Context: an optimization exercise on an open-source flow, tuned for small area and a short achievable clock period. The choices shown serve that exercise and are no tape-out recipe.
The RTL was checked by simulation tests, not by an equivalence proof against the original design.

## flow/design.v

```verilog
package snoop_pkg;
    typedef enum logic [1:0] {IDLE, MEASURE, REPORT} state_t;
    localparam int WORDS_PER_CH = 5;
    localparam int KEEP_MAX = 128;
    function automatic logic [7:0] popcount(input logic [KEEP_MAX-1:0] v);
        logic [7:0] n;
        n = '0;
        for (int i = 0; i < KEEP_MAX; i++) begin
            n = n + {7'd0, v[i]};
        end
        popcount = n;
    endfunction
    function automatic logic [63:0] sat_add(input logic [63:0] a, input logic [63:0] b,
                                            input int width);
        logic [64:0] sum;
        logic [64:0] lim;
        lim = (65'd1 << width) - 65'd1;
        sum = {1'b0, a} + {1'b0, b};
        sat_add = (sum > lim) ? lim[63:0] : sum[63:0];
    endfunction
endpackage
import snoop_pkg::*;
module snoop_channel
#(
    parameter int TKEEP_WIDTH = 64,
    parameter int CNT_WIDTH   = 64
) (
    input  logic                   clk,
    input  logic                   areset,
    input  logic                   clear,
    input  logic                   beat,
    input  logic                   last,
    input  logic [TKEEP_WIDTH-1:0] keep,
    output logic [CNT_WIDTH-1:0]   flits,
    output logic [CNT_WIDTH-1:0]   pkts,
    output logic [CNT_WIDTH-1:0]   byte_cnt,
    output logic [CNT_WIDTH-1:0]   min_size,
    output logic [CNT_WIDTH-1:0]   max_size,
    output logic [CNT_WIDTH-1:0]   pkt_size,
    output logic                   pkt_size_valid
);
    logic [CNT_WIDTH-1:0] acc;
    logic [63:0]          pc64;
    logic [CNT_WIDTH-1:0] size_now;
    assign pc64     = 64'(snoop_pkg::popcount(KEEP_MAX'(keep)));
    assign size_now = CNT_WIDTH'(snoop_pkg::sat_add(64'(acc), pc64, CNT_WIDTH));
    always_ff @(posedge clk or posedge areset) begin
        if (areset) begin
            flits          <= '0;
            pkts           <= '0;
            byte_cnt       <= '0;
            acc            <= '0;
            pkt_size       <= '0;
            pkt_size_valid <= 1'b0;
        end else begin
            pkt_size_valid <= 1'b0;
            if (clear) begin
                flits    <= '0;
                pkts     <= '0;
                byte_cnt <= '0;
                acc      <= '0;
            end else if (beat) begin
                flits    <= CNT_WIDTH'(snoop_pkg::sat_add(64'(flits), 64'd1, CNT_WIDTH));
                byte_cnt <= CNT_WIDTH'(snoop_pkg::sat_add(64'(byte_cnt), pc64, CNT_WIDTH));
                if (last) begin
                    pkts           <= CNT_WIDTH'(snoop_pkg::sat_add(64'(pkts), 64'd1, CNT_WIDTH));
                    pkt_size       <= size_now;
                    pkt_size_valid <= 1'b1;
                    acc            <= '0;
                end else begin
                    acc <= size_now;
                end
            end
        end
    end
    logic [CNT_WIDTH-1:0] min_r;
    always_ff @(posedge clk or posedge areset) begin
        if (areset) begin
            min_r    <= '0;
            max_size <= '0;
        end else if (clear) begin
            min_r    <= '1;
            max_size <= '0;
        end else if (beat && last) begin
            if (size_now < min_r) min_r <= size_now;
            if (size_now > max_size) max_size <= size_now;
        end
    end
    assign min_size = (pkts == '0) ? '0 : min_r;
endmodule
import snoop_pkg::*;
module multi_channel_snooper
#(
    parameter int NUM_CH      = 4,
    parameter int TDATA_WIDTH = 512,
    parameter int TKEEP_WIDTH = TDATA_WIDTH / 8,
    parameter int CNT_WIDTH   = 20
) (
    input  logic                          clk,
    input  logic                          areset,
    input  logic [NUM_CH*TKEEP_WIDTH-1:0] mon_TKEEP,
    input  logic [NUM_CH-1:0]             mon_TVALID,
    input  logic [NUM_CH-1:0]             mon_TREADY,
    input  logic [NUM_CH-1:0]             mon_TLAST,
    input  logic [NUM_CH-1:0]             ch_enable,
    input  logic                          measure,
    output logic [63:0]                   report_TDATA,
    output logic [7:0]                    report_TKEEP,
    output logic                          report_TVALID,
    input  logic                          report_TREADY,
    output logic                          report_TLAST,
    output logic                          busy,
    output logic [NUM_CH*CNT_WIDTH-1:0]   pkt_size,
    output logic [NUM_CH-1:0]             pkt_size_valid,
    output logic                          measure_sync_out
);
    localparam int NUM_WORDS = 1 + WORDS_PER_CH * NUM_CH;
    localparam int IDX_W     = $clog2(NUM_WORDS);
    snoop_pkg::state_t    state, state_nx;
    logic                 clear;
    logic                 accept;
    logic [NUM_CH-1:0]    beat;
    logic [CNT_WIDTH-1:0] cycle_cnt;
    logic [IDX_W-1:0]     idx;
    logic [IDX_W-1:0]     nxt_idx;
    logic [63:0]          words [NUM_WORDS];
    logic [CNT_WIDTH-1:0] flits    [NUM_CH];
    logic [CNT_WIDTH-1:0] pkts     [NUM_CH];
    logic [CNT_WIDTH-1:0] byte_cnt [NUM_CH];
    logic [CNT_WIDTH-1:0] min_size [NUM_CH];
    logic [CNT_WIDTH-1:0] max_size [NUM_CH];
    always_ff @(posedge clk or posedge areset) begin
        if (areset) state <= IDLE;
        else        state <= state_nx;
    end
    always_comb begin
        state_nx = state;
        case (state)
            IDLE:    if (measure) state_nx = MEASURE;
            MEASURE: if (!measure) state_nx = REPORT;
            REPORT:  if (accept && report_TLAST) state_nx = IDLE;
            default: state_nx = IDLE;
        endcase
    end
    assign clear   = (state == IDLE) && measure;
    assign accept  = report_TVALID && report_TREADY;
    assign busy    = (state != IDLE);
    assign beat    = {NUM_CH{state == MEASURE}} & mon_TVALID & mon_TREADY & ch_enable;
    assign nxt_idx = idx + IDX_W'(1);
    for (genvar c = 0; c < NUM_CH; c++) begin : g_ch
        snoop_channel #(
            .TKEEP_WIDTH(TKEEP_WIDTH),
            .CNT_WIDTH  (CNT_WIDTH)
        ) u_ch (
            .clk           (clk),
            .areset        (areset),
            .clear         (clear),
            .beat          (beat[c]),
            .last          (mon_TLAST[c]),
            .keep          (mon_TKEEP[c*TKEEP_WIDTH +: TKEEP_WIDTH]),
            .flits         (flits[c]),
            .pkts          (pkts[c]),
            .byte_cnt      (byte_cnt[c]),
            .min_size      (min_size[c]),
            .max_size      (max_size[c]),
            .pkt_size      (pkt_size[c*CNT_WIDTH +: CNT_WIDTH]),
            .pkt_size_valid(pkt_size_valid[c])
        );
    end
    always_ff @(posedge clk or posedge areset) begin
        if (areset)                 cycle_cnt <= '0;
        else if (clear)             cycle_cnt <= '0;
        else if (state == MEASURE)  cycle_cnt <= CNT_WIDTH'(snoop_pkg::sat_add(64'(cycle_cnt), 64'd1, CNT_WIDTH));
    end
    always_comb begin
        words[0] = 64'(cycle_cnt);
        for (int c = 0; c < NUM_CH; c++) begin
            words[1 + c*WORDS_PER_CH]     = 64'(flits[c]);
            words[1 + c*WORDS_PER_CH + 1] = 64'(pkts[c]);
            words[1 + c*WORDS_PER_CH + 2] = 64'(byte_cnt[c]);
            words[1 + c*WORDS_PER_CH + 3] = 64'(min_size[c]);
            words[1 + c*WORDS_PER_CH + 4] = 64'(max_size[c]);
        end
    end
    always_ff @(posedge clk or posedge areset) begin
        if (areset) begin
            idx           <= '0;
            report_TDATA  <= '0;
            report_TKEEP  <= '0;
            report_TVALID <= 1'b0;
            report_TLAST  <= 1'b0;
        end else if (state == REPORT) begin
            if (!report_TVALID) begin
                idx           <= '0;
                report_TDATA  <= words[0];
                report_TKEEP  <= 8'hFF;
                report_TVALID <= 1'b1;
                report_TLAST  <= 1'b0;
            end else if (report_TREADY) begin
                if (report_TLAST) begin
                    report_TDATA  <= '0;
                    report_TKEEP  <= '0;
                    report_TVALID <= 1'b0;
                    report_TLAST  <= 1'b0;
                end else begin
                    idx          <= nxt_idx;
                    report_TDATA <= words[nxt_idx];
                    report_TLAST <= (nxt_idx == IDX_W'(NUM_WORDS - 1));
                end
            end
        end
    end
    always_ff @(posedge clk or posedge areset) begin
        if (areset) measure_sync_out <= 1'b0;
        else        measure_sync_out <= measure;
    end
endmodule
```

## flow/constraint.sdc

```tcl
create_clock -name core_clock -period 14.0 [get_ports {clk}]
set_input_delay 2.8000 -clock core_clock [delete_from_list [all_inputs] [get_ports {clk}]]
set_output_delay 2.8000 -clock core_clock [all_outputs]
set_load 0.01 [all_outputs]
```

## flow/config.mk

```make
export PLATFORM = sky130hd
export DESIGN_NAME = multi_channel_snooper
export DESIGN_NICKNAME = multi_channel_snooper
export VERILOG_FILES = /design/flow/design.v
export SDC_FILE = /design/flow/constraint.sdc
export NUM_CORES = 4
export LEC_CHECK = 0
export CAP_MARGIN = 20
export CORE_MARGIN = 2
export CORE_UTILIZATION = 40
export SLEW_MARGIN = 20
```

## flow/run.sh

```bash
#!/bin/bash
# synth_recipe.tcl (not shown) runs the flow's synth.tcl, then flattens the netlist and writes it again
# the make line also repeats each setting of config.mk as NAME=value (left out here)
make -C /OpenROAD-flow-scripts/flow DESIGN_CONFIG=/design/flow/config.mk WORK_HOME=/design/flow/orfs CLKGATE_MAP_FILE= SYNTH_SCRIPT=/design/flow/synth_recipe.tcl finish
```

==> run summary <==
worst max-delay path, delay by kind of cell:
| family | cells | cell delay (ps) |
|---|---|---|
| AND/OR/NAND/NOR | 4 | 1450 |
| multiplexers | 1 | 210 |
| XOR/XNOR | 1 | 190 |
| buffers and inverters | 8 | 1270 |
| AO/OA/AOI/OAI | 11 | 2290 |
| adder cells (fa/ha/maj) | 12 | 5140 |
registers in the layout (all words and copies together), names as in the netlist:
register	cells
report_TDATA	20
g_ch.u_ch.pkts	80
report_TLAST	1
g_ch.u_ch.pkt_size	80
idx	5
g_ch.u_ch.acc	80
cycle_cnt	20
g_ch.u_ch.byte_cnt	80
report_TVALID	1
g_ch.u_ch.max_size	80
measure_sync_out	1
g_ch.u_ch.flits	80
state	2
report_TKEEP	1
g_ch.u_ch.pkt_size_valid	4
g_ch.u_ch.min_r	80
cells by family after synthesis:
| family | after synthesis |
|---|---|
| compound gates | 1355 |
| xor+xnor | 108 |
| fa+ha+maj | 532 |
| buf+inv | 1029 |
| flops | 615 |
| mux | 119 |
| other cells | 1 |
| simple gates | 1707 |
cell usage in the layout (no fill, tap or decap), types with 28 or more instances in the layout:
cell,n
o21a_1,46
clkbuf_16,77
mux2i_1,87
xnor2_1,65
a221oi_1,28
a31oi_1,107
nand2_1,464
a311oi_1,38
xor2_1,43
conb_1,44
nand2b_1,35
and4_1,44
nor3_1,168
clkdlybuf4s50_1,391
a21oi_1,303
nor4_1,51
o21ai_0,255
dfrtp_1,615
nor2b_1,46
and2_1,38
nand3_1,161
ha_1,308
a22oi_1,136
a222oi_1,34
mux2_2,32
inv_1,669
fa_1,224
a21o_1,66
and3_1,88
buf_4,88
nor2_1,368
a22o_1,29
a211oi_1,56
o211ai_1,35
nand4_1,116
worst max-delay path by stage:
stage                                      to            from  slack (ps)  cells past startpoint
floorplan            g_ch[0].u_ch.max_size[3]    mon_TKEEP[0]        1850                     32
global placement    g_ch[2].u_ch.max_size[14]  mon_TKEEP[128]         640                     37
detailed placement  g_ch[2].u_ch.max_size[12]  mon_TKEEP[128]         520                     37
CTS                 g_ch[2].u_ch.max_size[12]  mon_TKEEP[128]        1200                     37
global route        g_ch[3].u_ch.max_size[10]  mon_TKEEP[192]         520                     38
finish              g_ch[2].u_ch.max_size[12]  mon_TKEEP[128]        1200                     37
layout make-up:
type	count	area [um2]	area share, %
multi-input combinational	3865	28400	51.2
sequential	615	15400	27.7
timing repair buffer	483	4650	8.39
inverter	673	2530	4.56
clock buffer	105	2170	3.92
tap	1536	1920	3.46
clock inverter	30	425	0.767
antenna	1	2.50	0.00451
metal layers:
metal	routed length, um	vias to the layer above	global-route usage, %
met3	14100	318	5.41
li1	-	19722	-
met4	7590	8	11.4
met2	76400	1726	42.8
met5	142	-	0.600
met1	71700	21156	37.5
per-stage QoR:
| step | util (%) | worst slack (ps) | std cells |
|---|---|---|---|
| after floorplan | - | 1850 | 5509 |
| final | 47.0 | 1200 | 7308 |
| after global placement | 44.8 | 645 | 7172 |
| after detailed placement | 44.8 | 523 | 7172 |
| after CTS | 47.0 | 1200 | 7307 |
| after global routing | 47.0 | 516 | 7307 |
==> run summary <==
Synth area leader=dfrtp_1; via count=42.9k; Gate Count Post-Synth=roughly 5.5k; Routed Antenna Nets=0; Synth Area in Simple Gates=17.8%; asr flop ratio synth=between 90% and 100%; Post-CTS Resized=0; largest family of logic cells by synthesized area=compound AO/OA/AOI/OAI gates; adder-cell area share of the yosys netlist=17.5%; share of cells above drive strength 1=5.61%; nets@finish=6,521; relative slew slack=27.9%; mux contribution to synthesized area=2.59%; Worst setup EP type=flop; DRC=0; Synth top cells by count=inv_1, dfrtp_1, nand2_1, nor2_1, ha_1; worst hold margin=464 ps; R2R Path End=g_ch[1].u_ch.max_size[5]; DRT Pass-1 Iters=14; critical path required time=roughly 15,000 ps; area share of the largest cell type after synthesis=about a third; synth-to-layout area growth=16.7%; EDFF count, synth=0; GRT Total Usage=27.6%; Yosys reg bits=615; Post-Synth XOR/XNOR Area=under 10%; Total Wirelength=170 mm; hold buffer count at CTS=0; RSZ-0062 raised after global routing=no; port buffer count=between 300 and 400; routability cong.=1.04; first-pass GRT wire length=259 mm; CP max stage delay=800 ps; TritonCTS Sinks=615; Avg Vias per Cell=just under 6; Final Cycle Share=between 90% and 100%; YS warnings=9; area of the mapped netlist=0.0475 mm2; Die W=349 um; register area share after synthesis=between 30% and 40%; maximum clock path buffer count=3; Synth Area in Compound Gates=between 10% and 20%; Yosys cell types=97; DRT iter0 DRCs=4,462; vias in the first global route=41.5k; die area=about 0.12 mm2; CP Class=input pin to flop; die height=349 um; drt wl/cell=23.2 um; post-route minimum period=between 10,000 and 15,000 ps; Max Fclk=78.2 MHz; clk root buf=clkbuf_16; Hold Violations, Final=0; Register-to-Register Path Depth=19; fill count=roughly 11k; CTS tree=done; worst slew pin tran=1080 ps; Setup-failing EPs final=0; status=no timing/DRC/antenna violations; Hold EP=g_ch[3].u_ch.pkt_size[6]; Hold Path Origin=g_ch[3].u_ch.pkt_size[6]; most frequent CP cell=fa_1; most numerous cell in the Yosys netlist=inv_1; Slew Limit Fails=0; syn avg cell area=8.70 um2; clock transition at the registers of the reported paths=roughly 60 ps; buffer count from post-CTS setup fixing=0; num ports=436; dominant cells by area after synthesis=dfrtp_1, fa_1, ha_1; htree depth=3; Crit Path Max Fanout=10; Skew-Pair Late Insertion Delay=650 ps; FF-to-FF setup slack=8700 ps; core area=0.118 mm2; slowest CP cell=nor3_1; pin count of the biggest net entering global routing=155; Starting Density=between 40 and 50%; DP Area=approximately 0.053 mm2; hpwl dp=between 100 and 150 mm; CP Launch Type=input pin; post-route cell area=0.0555 mm2; worst clock skew=24.8 ps; max cap viols=0; gr ovfl total=0; row cnt=126; initial antenna violation count=5; worst r2r src=g_ch[1].u_ch.acc[0]; Post-synth top flop=dfrtp_1; total CTS buffers=75; HP Class=flop to flop; Critical Path AT=about 13,000 ps; Hold Crit Depth=2; Setup TNS=0 ps

-- separate check: timing with driven ports --
The results above use ideal ports. As a check the final layout listed here was re-extracted and re-timed, cells and wires unchanged.
Step 1, drivers: a clkbuf_16 drives clk and a buf_2 each remaining input, both assumed.
Step 2, shift: input delay + t, output delay - t, t = (earliest + latest rising clock arrival at the registers) / 2. This alone moves slack from input paths to output paths.
Slacks: ideal ports / drivers / drivers and shift; pairs: ideal ports / drivers.
shift t [ns]: 0.716
slack for setup (ns): 1.205 / 1.259 / 0.543
latest minus earliest clock arrival (ns): 0.029 / 0.030
After both steps setup and hold are still met in this run. For this run, drivers alone change the setup slack by +0.054 ns; drivers and shift together by -0.662 ns.
